This is an optimization exercise on Yosys and OpenROAD, whose aim is small area, a short achievable clock period and few clock cycles, not a production implementation.
Only simulation tests tie the RTL to the original design; equivalence was not proved.

`flow/run.sh`:
```
#!/bin/bash
# synth_recipe.tcl (not shown) runs the flow's synth.tcl, then flattens the netlist and writes it again
# the make line also repeats each setting of config.mk as NAME=value (left out here)
make -C /OpenROAD-flow-scripts/flow DESIGN_CONFIG=/design/flow/config.mk WORK_HOME=/design/flow/orfs CLKGATE_MAP_FILE= SYNTH_SCRIPT=/design/flow/synth_recipe.tcl finish
```
`flow/config.mk`:
```
export PLATFORM = sky130hd
export DESIGN_NAME = gcn_top
export DESIGN_NICKNAME = gcn_top
export VERILOG_FILES = /design/flow/design.v
export SDC_FILE = /design/flow/constraint.sdc
export NUM_CORES = 4
export LEC_CHECK = 0
export CAP_MARGIN = 20
export CORE_MARGIN = 2
export CORE_UTILIZATION = 40
export SLEW_MARGIN = 20
```
`flow/constraint.sdc`:
```
create_clock -name core_clock -period 7.5 [get_ports {clk}]
set_input_delay 1.5000 -clock core_clock [delete_from_list [all_inputs] [get_ports {clk}]]
set_output_delay 1.5000 -clock core_clock [all_outputs]
set_load 0.01 [all_outputs]
```
`flow/design.v`:
```
`timescale 1ns/1ps
module gcn_sequencer (
    input  logic                   clk,
    input  logic                   rst_n,
    input  logic                   start,
    input  logic                   result_ready,
    output logic                   clear,
    output logic                   build_en,
    output logic                   feat_re,
    output logic                   col_valid,
    output logic                   col_last,
    output logic [4-1:0] feat_addr
);
    localparam int BUILD_W = $clog2(6);
    localparam logic [1:0] st_idle   = 2'd0;
    localparam logic [1:0] st_build  = 2'd1;
    localparam logic [1:0] st_stream = 2'd2;
    localparam logic [1:0] st_wait   = 2'd3;
    logic [1:0]             state, state_nxt;
    logic [BUILD_W-1:0]     build_cnt;
    logic [4-1:0] col_cnt;
    logic                   build_done, stream_done;
    assign build_done  = (build_cnt == BUILD_W'(6 - 1));
    assign stream_done = (col_cnt == 4'(16 - 1));
    always_comb begin
        state_nxt = state;
        case (state)
            st_idle:   if (start) state_nxt = st_build;
            st_build:  if (build_done) state_nxt = st_stream;
            st_stream: if (stream_done) state_nxt = st_wait;
            st_wait:   if (result_ready) state_nxt = st_idle;
            default:   state_nxt = st_idle;
        endcase
    end
    always_ff @(posedge clk or negedge rst_n) begin
        if (!rst_n) begin
            state     <= st_idle;
            build_cnt <= '0;
            col_cnt   <= '0;
        end else begin
            state <= state_nxt;
            if (clear)
                build_cnt <= '0;
            else if (build_en)
                build_cnt <= build_cnt + 1'b1;
            if (build_en)
                col_cnt <= '0;    
            else if (feat_re)
                col_cnt <= col_cnt + 1'b1;
        end
    end
    assign clear     = start && (state == st_idle);
    assign build_en  = (state == st_build);
    assign feat_re   = (state == st_stream);
    assign feat_addr = col_cnt;
    always_ff @(posedge clk or negedge rst_n) begin
        if (!rst_n) begin
            col_valid <= 1'b0;
            col_last  <= 1'b0;
        end else begin
            col_valid <= feat_re;
            col_last  <= feat_re && stream_done;
        end
    end
endmodule
`timescale 1ns/1ps
module gcn_adjacency (
    input  logic                                      clk,
    input  logic                                      rst_n,
    input  logic                                      start,
    input  logic                                      clear,
    input  logic                                      build_en,
    input  logic [6-1:0][3-1:0]    edge_src,
    input  logic [6-1:0][3-1:0]    edge_dst,
    output logic [6-1:0][6-1:0]     adj
);
    localparam int PTR_W = $clog2(6);
    logic [6-1:0][3-1:0] src_r, dst_r;    
    logic [PTR_W-1:0]                       ptr;
    logic [3-1:0]                 a, b;
    logic [3-1:0]                 ia, ib;
    assign a  = src_r[ptr];
    assign b  = dst_r[ptr];
    assign ia = a - 3'(1);    
    assign ib = b - 3'(1);
    always_ff @(posedge clk) begin
        if (clear) begin
            src_r <= edge_src;
            dst_r <= edge_dst;
        end
    end
    always_ff @(posedge clk or negedge rst_n) begin
        if (!rst_n) begin
            adj <= '0;
            ptr <= '0;
        end else if (clear) begin
            adj <= '0;
            ptr <= '0;
        end else if (build_en) begin
            ptr <= ptr + 1'b1;
            if (a != '0 && b != '0) begin    
                adj[ia][ib] <= 1'b1;
                adj[ib][ia] <= 1'b1;
            end
        end
    end
endmodule
`timescale 1ns/1ps
module gcn_aggregate (
    input  logic                                      clk,
    input  logic                                      rst_n,
    input  logic                                      col_valid,
    input  logic                                      col_last,
    input  logic [6-1:0][6-1:0]     adj,
    input  logic [6-1:0][5-1:0]    feat_col,
    input  logic [3-1:0][5-1:0]  weight_row,
    output logic                                      agg_valid,
    output logic                                      agg_last,
    output logic [6-1:0][8-1:0]     agg_sum,
    output logic [3-1:0][5-1:0]  agg_weight
);
    logic [6-1:0][8-1:0] sum_nxt;
    always_comb begin
        for (int n = 0; n < 6; n++) begin
            sum_nxt[n] = '0;
            for (int m = 0; m < 6; m++)
                if (adj[n][m])
                    sum_nxt[n] = sum_nxt[n] + 8'(feat_col[m]);
        end
    end
    always_ff @(posedge clk) begin
        if (col_valid) begin
            agg_sum    <= sum_nxt;
            agg_weight <= weight_row;    
        end
    end
    always_ff @(posedge clk or negedge rst_n) begin
        if (!rst_n) begin
            agg_valid <= 1'b0;
            agg_last  <= 1'b0;
        end else begin
            agg_valid <= col_valid;
            agg_last  <= col_valid && col_last;
        end
    end
endmodule
`timescale 1ns/1ps
module gcn_transform (
    input  logic                                                     clk,
    input  logic                                                     rst_n,
    input  logic                                                     clear,
    input  logic                                                     agg_valid,
    input  logic                                                     agg_last,
    input  logic [6-1:0][8-1:0]                    agg_sum,
    input  logic [3-1:0][5-1:0]                 agg_weight,
    output logic [6-1:0][3-1:0][17-1:0]  score,
    output logic                                                     score_last
);
    logic [6-1:0][3-1:0][17-1:0] prod;
    always_comb begin
        for (int n = 0; n < 6; n++)
            for (int c = 0; c < 3; c++)
                prod[n][c] = 17'(agg_sum[n]) * 17'(agg_weight[c]);
    end
    always_ff @(posedge clk or negedge rst_n) begin
        if (!rst_n) begin
            score      <= '0;
            score_last <= 1'b0;
        end else begin
            score_last <= agg_valid && agg_last;    
            if (clear) begin
                score <= '0;
            end else if (agg_valid) begin
                for (int n = 0; n < 6; n++)
                    for (int c = 0; c < 3; c++)
                        score[n][c] <= score[n][c] + prod[n][c];
            end
        end
    end
endmodule
`timescale 1ns/1ps
module gcn_argmax (
    input  logic                                                     clk,
    input  logic                                                     rst_n,
    input  logic                                                     clear,
    input  logic                                                     score_last,
    input  logic [6-1:0][3-1:0][17-1:0]  score,
    output logic [6-1:0][2-1:0]                  y,
    output logic                                                     done,
    output logic                                                     result_ready
);
    localparam logic [2-1:0] LAST_CLS = 2'(3 - 1);
    logic                                   busy;
    logic [2-1:0]                cls;         
    logic [6-1:0][17-1:0]  best_val, val_nxt;
    logic [6-1:0][2-1:0] best_idx, idx_nxt;
    always_comb begin
        for (int n = 0; n < 6; n++) begin
            if (cls == '0 || score[n][cls] > best_val[n]) begin
                val_nxt[n] = score[n][cls];
                idx_nxt[n] = cls;
            end else begin
                val_nxt[n] = best_val[n];
                idx_nxt[n] = best_idx[n];
            end
        end
    end
    always_ff @(posedge clk) begin
        if (busy) begin
            best_val <= val_nxt;
            best_idx <= idx_nxt;
        end
    end
    always_ff @(posedge clk or negedge rst_n) begin
        if (!rst_n) begin
            busy         <= 1'b0;
            cls          <= '0;
            y            <= '0;
            done         <= 1'b0;
            result_ready <= 1'b0;
        end else begin
            result_ready <= 1'b0;
            if (clear) begin
                busy <= 1'b0;
                done <= 1'b0;
            end else if (score_last) begin
                busy <= 1'b1;
                cls  <= '0;
            end else if (busy) begin
                if (cls == LAST_CLS) begin
                    busy         <= 1'b0;
                    y            <= idx_nxt;    
                    done         <= 1'b1;
                    result_ready <= 1'b1;
                end else begin
                    cls <= cls + 1'b1;
                end
            end
        end
    end
endmodule
`timescale 1ns/1ps
module gcn_top (
    input  logic                                      clk,
    input  logic                                      rst_n,
    input  logic                                      start,
    input  logic [6-1:0][3-1:0]    edge_src,
    input  logic [6-1:0][3-1:0]    edge_dst,
    input  logic [6-1:0][5-1:0]    feat_col,
    input  logic [3-1:0][5-1:0]  weight_row,
    output logic                                      feat_re,
    output logic [4-1:0]                    feat_addr,
    output logic [6-1:0][2-1:0]   y,
    output logic                                      done
);
    logic                                     clear;
    logic                                     build_en;
    logic                                     col_valid, col_last;
    logic [6-1:0][6-1:0]    adj;
    logic                                     agg_valid, agg_last;
    logic [6-1:0][8-1:0]    agg_sum;
    logic [3-1:0][5-1:0] agg_weight;
    logic [6-1:0][3-1:0][17-1:0] score;
    logic                                     score_last;
    logic                                     result_ready;
    gcn_sequencer i_seq (
        .clk          (clk),
        .rst_n        (rst_n),
        .start        (start),
        .result_ready (result_ready),
        .clear        (clear),
        .build_en     (build_en),
        .feat_re      (feat_re),
        .col_valid    (col_valid),
        .col_last     (col_last),
        .feat_addr    (feat_addr)
    );
    gcn_adjacency i_adj (
        .clk      (clk),
        .rst_n    (rst_n),
        .start    (start),
        .clear    (clear),
        .build_en (build_en),
        .edge_src (edge_src),
        .edge_dst (edge_dst),
        .adj      (adj)
    );
    gcn_aggregate i_agg (
        .clk        (clk),
        .rst_n      (rst_n),
        .col_valid  (col_valid),
        .col_last   (col_last),
        .adj        (adj),
        .feat_col   (feat_col),
        .weight_row (weight_row),
        .agg_valid  (agg_valid),
        .agg_last   (agg_last),
        .agg_sum    (agg_sum),
        .agg_weight (agg_weight)
    );
    gcn_transform i_xfm (
        .clk        (clk),
        .rst_n      (rst_n),
        .clear      (clear),
        .agg_valid  (agg_valid),
        .agg_last   (agg_last),
        .agg_sum    (agg_sum),
        .agg_weight (agg_weight),
        .score      (score),
        .score_last (score_last)
    );
    gcn_argmax i_argmax (
        .clk          (clk),
        .rst_n        (rst_n),
        .clear        (clear),
        .score_last   (score_last),
        .score        (score),
        .y            (y),
        .done         (done),
        .result_ready (result_ready)
    );
endmodule
```
==> impl_summary.txt <==
----------------------------------------------------
[Layout]
  Most used cells in the layout excluding fill and tap cells ... sky130_fd_sc_hd__ha_1, sky130_fd_sc_hd__inv_1, sky130_fd_sc_hd__nand2_1, sky130_fd_sc_hd__nor2_1, sky130_fd_sc_hd__a21oi_1
  Share of final-layout standard cells stronger than drive strength 1 ... 7.02%
  Fillcell total ... 17.1k
  Nets ... 9264
  Commonest non-fill, non-tap cell in the layout ... sky130_fd_sc_hd__ha_1
  Core occupancy in the finished layout ... 43.7%
  Post-synthesis to final-layout area growth ... 8.50%
  Finished Layout Cells ... about 10k

[Clock network]
  PostCTS Resize Cnt ... 0
  Total clock buffers created by CTS ... 75
  Number of buffers inserted to repair setup after CTS ... 0
  Clock slew at reported path FFs ... about 60 ps
  TritonCTS clock tree ... yes
  Clk sink count ... 589
  Hold_buf cts ... 0
  Clk Latency, worst-skew pair ... 710 ps
  Master cell of the clock root buffer ... sky130_fd_sc_hd__clkbuf_16
  Clock tree buffer depth ... 3
  H-tree lvl count ... 3

[GRT]
  Wire length of the first global-routing pass ... about 310000 microns
  Antenna violations before repair ... 3
  Number of global-route vias before repair ... between 50k and 60k
  Total grt overflow ... 0
  Gr usage total ... 21.4%
  Largest net degree at the start of global routing ... approximately 140

[STA]
  Slew of the pin with the lowest slew margin ... 1050 ps
  Final-layout setup total negative slack ... 0 ps
  Final critical-path setup slack ... approximately 800 ps
  Setup repair after global routing missed its margin ... no
  Worst Skew ... 35.3 ps
  Minimum clock period after layout ... 6690 ps
  Hold violation count in the final report ... 0
  Period Utilization, post-route ... 89.1%
  Max frequency ... 150 MHz
  Setup Viol. Count Final ... 0
  Max-slew violations ... 0
  Slew Limit Headroom ... 29.7%

[Critical path]
  Critical path start-end classification ... in2reg
  Startpoint type of the worst setup path ... input port
  Critical Path RT ... 7940 ps
  Critical path capture point type ... flip-flop
  Worst Path Arrival ... a little over 7000 ps
  Largest fanout on the critical path ... 5
  R2R depth ... 19

[Synthesis]
  Area share of and/or/nand/nor cells after synthesis ... 17.0%
  Fraction of registers with async set/reset ... between 60 and 70%
  Largest cells by area after synthesis ... sky130_fd_sc_hd__ha_1, sky130_fd_sc_hd__dfrtp_1, sky130_fd_sc_hd__fa_1
  Count of different cell masters after synthesis ... 91
  Number of synthesized register bits ... ~590
  Mux cell area share after synthesis ... approximately a tenth
  XOR/XNOR Fraction of Synth Area ... 5.49%
  Synthesized Nets ... just over 9k
  Area share of the largest cell type after synthesis ... 15.5%
  Adder-Cell Fraction of Synth Area ... 26.0%
  Mapped Avg Cell Area ... between 9 and 10 sq um
  Most used DFF post-synth ... sky130_fd_sc_hd__dfrtp_1
  Yosys synthesis warning count ... 5
  Area fraction in compound gates after synthesis ... a little over an eighth
  Post-synth EDFFs ... between 200 and 250
  Mapped Area ... 71900 sq um
  Main combinational cell family by area after synthesis ... adder cells
  Cell count after synthesis ... a little under 8k
  Library cell with the largest summed area after synthesis ... sky130_fd_sc_hd__ha_1
  Sequential area share after synthesis ... between 20% and 30%

[Route]
  Vias after detailed routing ... 57.9k
  DRT iter0 DRCs ... roughly 4k
  Total routed wirelength ... 199000 microns
  First-pass detailed-route iteration total ... 6
  Remaining DRCs ... 0
  Detail-routed net length per standard cell ... 19.2 microns
  DRT antenna net count ... 0
  Drt via density ... 5.61

[Die]
  IO Count ... 102
  DIE AREA ... 183000 sq um
  Height of the die ... 428 microns
  Die boundary width ... 428 microns
  Standard-cell row count ... 155
  Starting density of the core ... slightly above 40%
  Floorplan Core Area ... 179000 sq um

[Place]
  Number of placed cells counting well taps ... 10.2k
  Placer's final routability congestion estimate ... 0.908
  Post-placement setup slack ... 116 ps
  Final HPWL from detailed placement ... 152000 microns
  Quantity of I/O buffers inserted on ports ... 101

[Hold path]
  Tightest Hold Check Type ... reg2reg
  Count of cells along the worst hold path ... 2

[Flow run]
  Reported max-cap violation count ... 0

[Outcome]
  Status ... timing/DRC/antenna clean

----------------------------------------------------
## cell families (layout without fill, tap and decap cells)
group,count (synthesis),count (layout)
AO/OA/AOI/OAI,1493,1493
XOR/XNOR,446,446
adder cells (fa/ha/maj),1267,1267
buffers and inverters,1177,1194
flip-flops,589,589
multiplexers,491,491
other,0,2
AND/OR/NAND/NOR,2496,2496
## sequential cells by signal, indices dropped and copies added, names as in the netlist, 2 cells and up
signal,flops
i_adj.dst_r,18
i_xfm.score,306
i_agg.agg_sum,48
i_argmax.best_val,102
i_argmax.cls,2
i_seq.state,2
i_agg.agg_weight,15
i_argmax.y,12
i_adj.ptr,3
i_argmax.best_idx,12
i_seq.col_cnt,4
i_seq.build_cnt,3
i_adj.src_r,18
i_adj.adj,36
## worst max-delay path: stages
cell                              delay [ps]
sky130_fd_sc_hd__clkdlybuf4s50_1         500
sky130_fd_sc_hd__buf_4                   200
sky130_fd_sc_hd__and2_1                  150
sky130_fd_sc_hd__ha_1                    230
sky130_fd_sc_hd__fa_1                    490
sky130_fd_sc_hd__nand2_1                  40
sky130_fd_sc_hd__o21ai_0                 150
sky130_fd_sc_hd__ha_1                    320
sky130_fd_sc_hd__a21o_1                  180
sky130_fd_sc_hd__a211oi_1                220
sky130_fd_sc_hd__o21ai_0                 120
sky130_fd_sc_hd__o21a_1                  160
sky130_fd_sc_hd__ha_1                    340
sky130_fd_sc_hd__and2_1                  180
sky130_fd_sc_hd__a22o_1                  220
sky130_fd_sc_hd__o21ai_0                 150
sky130_fd_sc_hd__o21a_1                  180
sky130_fd_sc_hd__ha_1                    300
sky130_fd_sc_hd__xnor2_1                 150
sky130_fd_sc_hd__mux2_2                  280
sky130_fd_sc_hd__ha_1                    270
sky130_fd_sc_hd__inv_1                   100
sky130_fd_sc_hd__o21bai_1                100
sky130_fd_sc_hd__a21oi_1                 140
sky130_fd_sc_hd__nor2b_1                  60
sky130_fd_sc_hd__and2_1                  170
sky130_fd_sc_hd__o21a_1                  110
sky130_fd_sc_hd__xor2_1                  130
## synth_stat cells, types with 154 or more instances
cell,count
sky130_fd_sc_hd__a21oi_1,407
sky130_fd_sc_hd__and2_1,400
sky130_fd_sc_hd__clkbuf_1,256
sky130_fd_sc_hd__dfrtp_1,376
sky130_fd_sc_hd__edfxtp_1,213
sky130_fd_sc_hd__fa_1,376
sky130_fd_sc_hd__ha_1,891
sky130_fd_sc_hd__inv_1,862
sky130_fd_sc_hd__mux2i_1,187
sky130_fd_sc_hd__mux4_2,184
sky130_fd_sc_hd__nand2_1,760
sky130_fd_sc_hd__nor2_1,537
sky130_fd_sc_hd__nor3_1,154
sky130_fd_sc_hd__o21ai_0,400
sky130_fd_sc_hd__xnor2_1,326
## metrics by stage
stage | hold WS, ps | area (sq um)
after global routing | 530 | 78000
final | 497 | 78000
after CTS | 505 | 78000
after floorplan | 428 | 71900
after detailed placement | 491 | 75600
after global placement | 470 | 75600
## path summary, 6_finish.rpt
path	slack, ps	endpoint	start
setup / recovery	810	i_agg.agg_sum[15]	feat_col[0]
setup reg to reg	1250	i_adj.adj[16]	i_adj.ptr[0]
min in group asynchronous	770	i_xfm.score[271]	rst_n
hold / removal	500	i_argmax.y[7]	i_argmax.y[7]
hold reg to reg	500	i_argmax.y[7]	i_argmax.y[7]
max in group asynchronous	5010	i_xfm.score[121]	rst_n
## per-layer routing
metal	wire [microns]	share of wire, %	track usage (%)
met2	89700	45	34.4
met1	92600	47	30.2
met5	0	0	0
met3	11200	5.6	2.46
met4	5360	2.7	6.47
## layout make-up
| cell class | count | area (sq um) | area share (%) |
|---|---|---|---|
| multi-input combinational | 6193 | 51700 | 66.3 |
| sequential | 589 | 15800 | 20.3 |
| inverter | 865 | 3250 | 4.17 |
| tap | 2355 | 2950 | 3.78 |
| clock buffer | 103 | 2100 | 2.70 |
| timing repair buffer | 189 | 1850 | 2.37 |
| clock inverter | 37 | 335 | 0.430 |
| antenna | 2 | 5.00 | 0.00641 |
Testbench counts, summed over its fixed seeds: cycles 11,520.

-- static timing again, ports no longer ideal --
The flow's constraints put no driver on any port. The routed layout listed below was extracted and timed again, unchanged, in two steps. Step 1, drivers: a clkbuf_16 drives clk and a buf_2 each remaining input, both assumed. Step 2 also shifts input and output timing later by t, the mid clock arrival at the registers, as if the neighbouring blocks saw the same clock. a / b / c = no drivers / after step 1 / after step 2; a / b = the first two.
t, ns: 0.776
setup WS [ns]: 0.814 / 0.873 / 0.098
clock arrival spread, ns: 0.037 / 0.037
After both steps this run still meets setup and hold. For this run, drivers alone change the setup slack by +0.059 ns; drivers and shift together by -0.716 ns.
